Background: an optimization exercise with open tools, aiming at small area, a short achievable clock period and few clock cycles per item. Do not read the settings as production practice. Only simulation tests tie the RTL to the original design; equivalence was not proved.

## aes_block_encrypt_unit
module aes_block_encrypt_unit (
	input  logic        clk,
	input  logic        arst_n,
	input  logic        start,
	output logic        busy,
	input  logic [63:0] plaintext_high,
	input  logic [63:0] plaintext_low,
	output logic        done,
	output logic [63:0] ciphertext_high,
	output logic [63:0] ciphertext_low,
	input  logic        cfg_we,
	input  logic [2:0]  cfg_index,
	input  logic [63:0] cfg_data
);
	logic [1:0] key_size_q, key_size_d;
	logic [63:0] key_part_q [0:3];
	logic [63:0] key_part_d [0:3];
	logic busy_q, done_q;
	logic [3:0] rnd_q, g_nr;
	logic [7:0] rcon_q;
	logic ph1_q, ph2_q, odd_q;
	logic [255:0] win_q, win_step;
	logic [31:0] sin_q, sin_step, sin_load;
	logic [127:0] st_q, rnd_out;
	logic accept, last, stepping, m128, m192, rot_used;
	assign g_nr = aes_pkg::key_nr(key_size_q);
	assign m128 = (key_size_q == 2'd0);
	assign m192 = (key_size_q == 2'd1);
	assign accept = start && !busy_q;
	assign last = busy_q && (rnd_q == g_nr);
	assign stepping = accept || (busy_q && !last);
	assign rot_used = m128 || (m192 ? !ph2_q : !odd_q);
	assign busy = busy_q;
	assign done = done_q;
	aes_key_expand u_kx (
		.win(win_q), .sin(sin_q), .m128(m128), .m192(m192), .ph1(ph1_q), .ph2(ph2_q),
		.odd(odd_q), .rcon(rcon_q), .step(stepping),
		.kload({key_part_d[0], key_part_d[1], key_part_d[2], key_part_d[3]}), .sload(sin_load),
		.wout(win_step), .sout(sin_step)
	);
	aes_round u_round (
		.state_in(st_q), .round_key(win_q[255:128]), .load_data({plaintext_high, plaintext_low}),
		.load(accept), .last(last), .state_out(rnd_out)
	);
	always_comb begin
		for (int i = 0; i < 4; i++)
			key_part_d[i] = (cfg_we && cfg_index == 3'(i + 1)) ? cfg_data : key_part_q[i];
		key_size_d = (cfg_we && cfg_index == CFG_KEY_SIZE) ? cfg_data[1:0] : key_size_q;
		case (key_size_d)
  ...
For scale: roughly 14000 cells after synthesis, ~690 flip-flops, roughly 79000 µm² of cells after synthesis.
make LEC_CHECK=0 ABC_AREA=1 CAP_MARGIN=20 CORE_MARGIN=2 CORE_UTILIZATION=50 CTS_BUF_LIST='sky130_fd_sc_hd__clkbuf_4 sky130_fd_sc_hd__clkbuf_8' PLACE_DENSITY=0.65 SETUP_SLACK_MARGIN=2.0 SLEW_MARGIN=20 finish   # period 7.0 ns
run.sh (not shown) runs the stock make flow with config.mk's settings and CLKGATE_MAP_FILE= SYNTH_SCRIPT=/design/flow/synth_recipe.tcl, a recipe that flattens the netlist after the stock synthesis.
The first run finished clean.
Testbench counts at the start, summed over its fixed seeds: cycles 30,296, blocks 2,304.
Rerun with:
==> flow/flow/run.sh (new file) <==
#!/bin/bash
# Layout flow: the standard flow with two changes:
# - synthesis maps with ABC's area script using "dch -f" (full choice computation) instead of
#   "dch"; the rest of synthesis, and so every register, is unchanged;
# - the buffers placement puts on every input and output port are sky130_fd_sc_hd__buf_1.
# The make output goes to standard_flow.log; each ORFS step keeps its own log under orfs/logs.
set -euo pipefail
mkdir -p scripts_mod
cp -r "$FLOW_HOME"/scripts/. scripts_mod/
sed -i 's/^dch$/dch -f/' scripts_mod/abc_area.script
bash standard.sh "SCRIPTS_DIR=$PWD/scripts_mod" "BUFFER_PORTS_ARGS=-buffer_cell sky130_fd_sc_hd__buf_1" finish > standard_flow.log 2>&1
==> flow/standard.sh (new file) <==
#!/bin/bash
# synth_recipe.tcl (not shown) runs the flow's synth.tcl, then flattens the netlist and writes it again
# the make line also repeats each setting of config.mk as NAME=value (left out here)
make -C /OpenROAD-flow-scripts/flow DESIGN_CONFIG=/design/flow/config.mk WORK_HOME=/design/flow/orfs CLKGATE_MAP_FILE= SYNTH_SCRIPT=/design/flow/synth_recipe.tcl "${@:-finish}"
CTS_BUF_LIST = unset   (was sky130_fd_sc_hd__clkbuf_4 sky130_fd_sc_hd__clkbuf_8)
PLACE_DENSITY = 0.5   (was 0.65)
removed: flow/run.sh
Effect:
- The changed run passed the timing, DRC and antenna checks
- sequential share of layout area goes up by 0.66 points
- setup slack loses 36 ps
- non-clock buffer count goes up by 22
- count of clock-buffer cells in the layout goes down by 86
- utilization goes down by 0.74 points
Rerun with:
==> flow/flow/run.sh (replaced) <==
#!/bin/bash
# Layout flow: the standard flow (standard synthesis, floorplan, placement, CTS, routing)
# with one change: the buffers that placement puts on every input and output port are
# sky130_fd_sc_hd__buf_1 instead of the buffer_ports default pick (clkdlybuf4s50_1).
# The make output goes to standard_flow.log; each ORFS step keeps its own log under orfs/logs.
set -euo pipefail
bash standard.sh "BUFFER_PORTS_ARGS=-buffer_cell sky130_fd_sc_hd__buf_1" finish > standard_flow.log 2>&1
PLACE_DENSITY = 0.65   (was 0.5)
Outcome: Global-route usage grows by 0.16 points. Clock skew shrinks by 5.2 ps. Setup slack gains 17 ps. Final area grows slightly. Synthesized cell count grows by a few percent. Worst hold slack loses 12 ps. Core utilization shrinks by 0.90 points. Wire length grows by a few percent. Synthesized area grows by a few percent.


## job 8005
Starting RTL as in the previous note.
==> flow/config.mk <==
export PLATFORM = sky130hd
export DESIGN_NAME = aes_block_encrypt_unit
export DESIGN_NICKNAME = aes_block_encrypt_unit
export VERILOG_FILES = /design/flow/design.v
export SDC_FILE = /design/flow/constraint.sdc
export NUM_CORES = 8
export LEC_CHECK = 0
export ABC_AREA = 1
export CAP_MARGIN = 0
export CORE_MARGIN = 2
export CORE_UTILIZATION = 50
export PLACE_DENSITY = 0.65
export SETUP_SLACK_MARGIN = 2.0
export SLEW_MARGIN = 0
==> flow/constraint.sdc <==
create_clock -name core_clock -period 7.0 [get_ports {clk}]
set_input_delay 1.4000 -clock core_clock [delete_from_list [all_inputs] [get_ports {clk}]]
set_output_delay 1.4000 -clock core_clock [all_outputs]
set_load 0.01 [all_outputs]
standard.sh (not shown) runs the stock make flow with config.mk's settings and CLKGATE_MAP_FILE= SYNTH_SCRIPT=/design/flow/synth_recipe.tcl, a recipe that flattens the netlist after the stock synthesis.
==> flow/flow/run.sh <==
#!/bin/bash
# Layout flow: the standard flow with two changes:
# - synthesis maps with ABC's area script using "dch -f" (full choice computation) instead of
#   "dch"; the rest of synthesis, and so every register, is unchanged;
# - the buffers placement puts on every input and output port are sky130_fd_sc_hd__buf_1.
# The make output goes to standard_flow.log; each ORFS step keeps its own log under orfs/logs.
set -euo pipefail
mkdir -p scripts_mod
cp -r "$FLOW_HOME"/scripts/. scripts_mod/
sed -i 's/^dch$/dch -f/' scripts_mod/abc_area.script
bash standard.sh "SCRIPTS_DIR=$PWD/scripts_mod" "BUFFER_PORTS_ARGS=-buffer_cell sky130_fd_sc_hd__buf_1" finish > standard_flow.log 2>&1
Testbench counts of job 8005, summed over its fixed seeds: cycles 30,296, blocks 2,304.
Modified inputs, job 6295 compared to job 8005
# job 8005
export LEC_CHECK = 0
export ABC_AREA = 1
export CAP_MARGIN = 0
export CORE_MARGIN = 2
export CORE_UTILIZATION = 50
export PLACE_DENSITY = 0.65
export SETUP_SLACK_MARGIN = 2.0
export SLEW_MARGIN = 0
create_clock -name core_clock -period 7.0 [get_ports {clk}]
# job 6295
export LEC_CHECK = 0
export ABC_AREA = 1
export CAP_MARGIN = 20
export CORE_MARGIN = 2
export CORE_UTILIZATION = 45
export PLACE_DENSITY = 0.6
export SETUP_SLACK_MARGIN = 2.0
export SLEW_MARGIN = 20
create_clock -name core_clock -period 7.0 [get_ports {clk}]
==> flow/run.sh (new file) <==
#!/bin/bash
# synth_recipe.tcl (not shown) runs the flow's synth.tcl, then flattens the netlist and writes it again
# the make line also repeats each setting of config.mk as NAME=value (left out here)
make -C /OpenROAD-flow-scripts/flow DESIGN_CONFIG=/design/flow/config.mk WORK_HOME=/design/flow/orfs CLKGATE_MAP_FILE= SYNTH_SCRIPT=/design/flow/synth_recipe.tcl finish
removed: flow/flow/run.sh
removed: flow/standard.sh
==> run summary <==
Re total of clock buffers placed in the layout: job 8005 was higher than job 6295.
[compare] base=job 8005 new=job 6295: worst reg-to-reg path cell count rose by 2, utilization after layout fell by 4.2 points.
Compared job 8005 against job 6295; sequential cell count of the final layout within noise.
Well-tap cell count (job 6295 over job 8005): increase, about 15%
On job 6295: number of buffers inserted by post-CTS setup repair is about 26% lower than what job 8005 gave.
In the reports for job 6295 and job 8005, the larger tightest slew margin relative to the limit belongs to job 8005.
### job 6295 -> job 5790
# job 6295
export LEC_CHECK = 0
export ABC_AREA = 1
export CAP_MARGIN = 20
export CORE_MARGIN = 2
export CORE_UTILIZATION = 45
export PLACE_DENSITY = 0.6
export SETUP_SLACK_MARGIN = 2.0
export SLEW_MARGIN = 20
create_clock -name core_clock -period 7.0 [get_ports {clk}]
# job 5790
export LEC_CHECK = 0
export ABC_AREA = 1
export CAP_MARGIN = 20
export CORE_MARGIN = 2
export CORE_UTILIZATION = 50
export GPL_ROUTABILITY_DRIVEN = 0
export PLACE_DENSITY = 0.65
export SETUP_SLACK_MARGIN = 2.0
export SLEW_MARGIN = 20
create_clock -name core_clock -period 7.0 [get_ports {clk}]
==> flow/flow/run.sh (new file) <==
#!/bin/bash
# Layout flow: the standard flow with two changes:
# - synthesis maps with ABC's area script using "dch -f" (full choice computation) instead of
#   "dch"; the rest of synthesis, and so every register, is unchanged;
# - the buffers placement puts on every input and output port are sky130_fd_sc_hd__buf_1.
# The make output goes to standard_flow.log; each ORFS step keeps its own log under orfs/logs.
set -euo pipefail
mkdir -p scripts_mod
cp -r "$FLOW_HOME"/scripts/. scripts_mod/
sed -i 's/^dch$/dch -f/' scripts_mod/abc_area.script
bash standard.sh "SCRIPTS_DIR=$PWD/scripts_mod" "BUFFER_PORTS_ARGS=-buffer_cell sky130_fd_sc_hd__buf_1" finish > standard_flow.log 2>&1
==> flow/standard.sh (new file) <==
#!/bin/bash
# synth_recipe.tcl (not shown) runs the flow's synth.tcl, then flattens the netlist and writes it again
# the make line also repeats each setting of config.mk as NAME=value (left out here)
make -C /OpenROAD-flow-scripts/flow DESIGN_CONFIG=/design/flow/config.mk WORK_HOME=/design/flow/orfs CLKGATE_MAP_FILE= SYNTH_SCRIPT=/design/flow/synth_recipe.tcl "${@:-finish}"
removed: flow/run.sh
==> comparison <==
| finished layout cell area | job 5790 vs job 6295 | better |
Number of core rows: job 5790 < job 6295
In the final design statistics, job 5790 uses fewer standard cells in total than job 6295.
Job 6295 → job 5790: count of clock-buffer cells in the layout went down by 6, die area went down by 0.021 sq mm.
Modified inputs, job 2095 compared to job 5790
# job 5790
export LEC_CHECK = 0
export ABC_AREA = 1
export CAP_MARGIN = 20
export CORE_MARGIN = 2
export CORE_UTILIZATION = 50
export GPL_ROUTABILITY_DRIVEN = 0
export PLACE_DENSITY = 0.65
export SETUP_SLACK_MARGIN = 2.0
export SLEW_MARGIN = 20
create_clock -name core_clock -period 7.0 [get_ports {clk}]
# job 2095
export LEC_CHECK = 0
export ABC_AREA = 1
export CAP_MARGIN = 20
export CORE_MARGIN = 2
export CORE_UTILIZATION = 50
export PLACE_DENSITY = 0.65
export SETUP_SLACK_MARGIN = 2.3
export SLEW_MARGIN = 20
create_clock -name core_clock -period 7.0 [get_ports {clk}]
==> flow/run.sh (new file) <==
#!/bin/bash
# synth_recipe.tcl (not shown) runs the flow's synth.tcl, then flattens the netlist and writes it again
# the make line also repeats each setting of config.mk as NAME=value (left out here)
make -C /OpenROAD-flow-scripts/flow DESIGN_CONFIG=/design/flow/config.mk WORK_HOME=/design/flow/orfs CLKGATE_MAP_FILE= SYNTH_SCRIPT=/design/flow/synth_recipe.tcl finish
removed: flow/flow/run.sh
removed: flow/standard.sh
### Flow results
- Comparing job 2095 and job 5790, post-placement cell count is higher on job 2095.
- Comparing job 2095 and job 5790, the higher worst hold slack is on job 5790.
- Changes observed in job 2095 relative to job 5790: via count of the first global-routing pass has increased; count of buffers added by post-CTS timing repair for setup rose 67.
- Run comparison: job 2095 critical path startpoint st_q[29]$_DFF_P_; job 5790 critical path startpoint st_q[107]$_DFF_P_
- Wire length of the first global-routing pass is higher on job 2095
- When the final numbers for job 2095 and job 5790 were put side by side, the count of clock-buffer cells in the layout turned out to be greater in job 5790.
- Changes observed in job 2095 relative to job 5790: total via count after detailed routing increased by about 7% relative to the old numbers; count of flip-flops and latches closely matched the old numbers.

[re-timing with driven ports]
The flow's constraints put no driver on any port. The routed layouts listed below were extracted and timed again, unchanged, in two steps.
Step 1 sets driving cells, clkbuf_16 on the clock port and buf_2 on the other inputs (assumed; they add their load-dependent delay and slew).
Step 2 times the ports against the registers' clock, not the clock port: input delays grow and output delays shrink by t, the midpoint of the rising clock arrivals with the driver on.
Three values: no drivers, after step 1, after step 2; two values: the first two.
| run | shift t [ns] | setup WS [ns] | worst slew at a driven data input, ns | cell pins on the clock port's net |
|---|---|---|---|---|
| the first run of note 1 | 1.006 | 2.059 / 2.059 / 1.140 | 0.23 | 1 |
| the second run of note 1 | 0.819 | 2.023 / 2.023 / 2.023 | 0.23 | 1 |
| the third run of note 1 | 0.814 | 2.040 / 2.040 / 1.425 | 0.22 | 1 |
| job 8005 | 0.814 | 2.047 / 2.047 / 1.478 | 0.17 | 1 |
| job 6295 | 0.808 | 2.044 / 2.044 / 1.480 | 0.15 | 1 |
| job 5790 | 0.801 | 1.997 / 1.997 / 1.600 | 0.16 | 1 |
| job 2095 | 0.827 | 2.294 / 2.294 / 1.550 | 0.24 | 1 |
After both steps setup and hold are still met in every run listed. For the first run of note 1, which loses most, drivers alone change the setup slack by 0.000 ns; drivers and shift together by -0.919 ns.
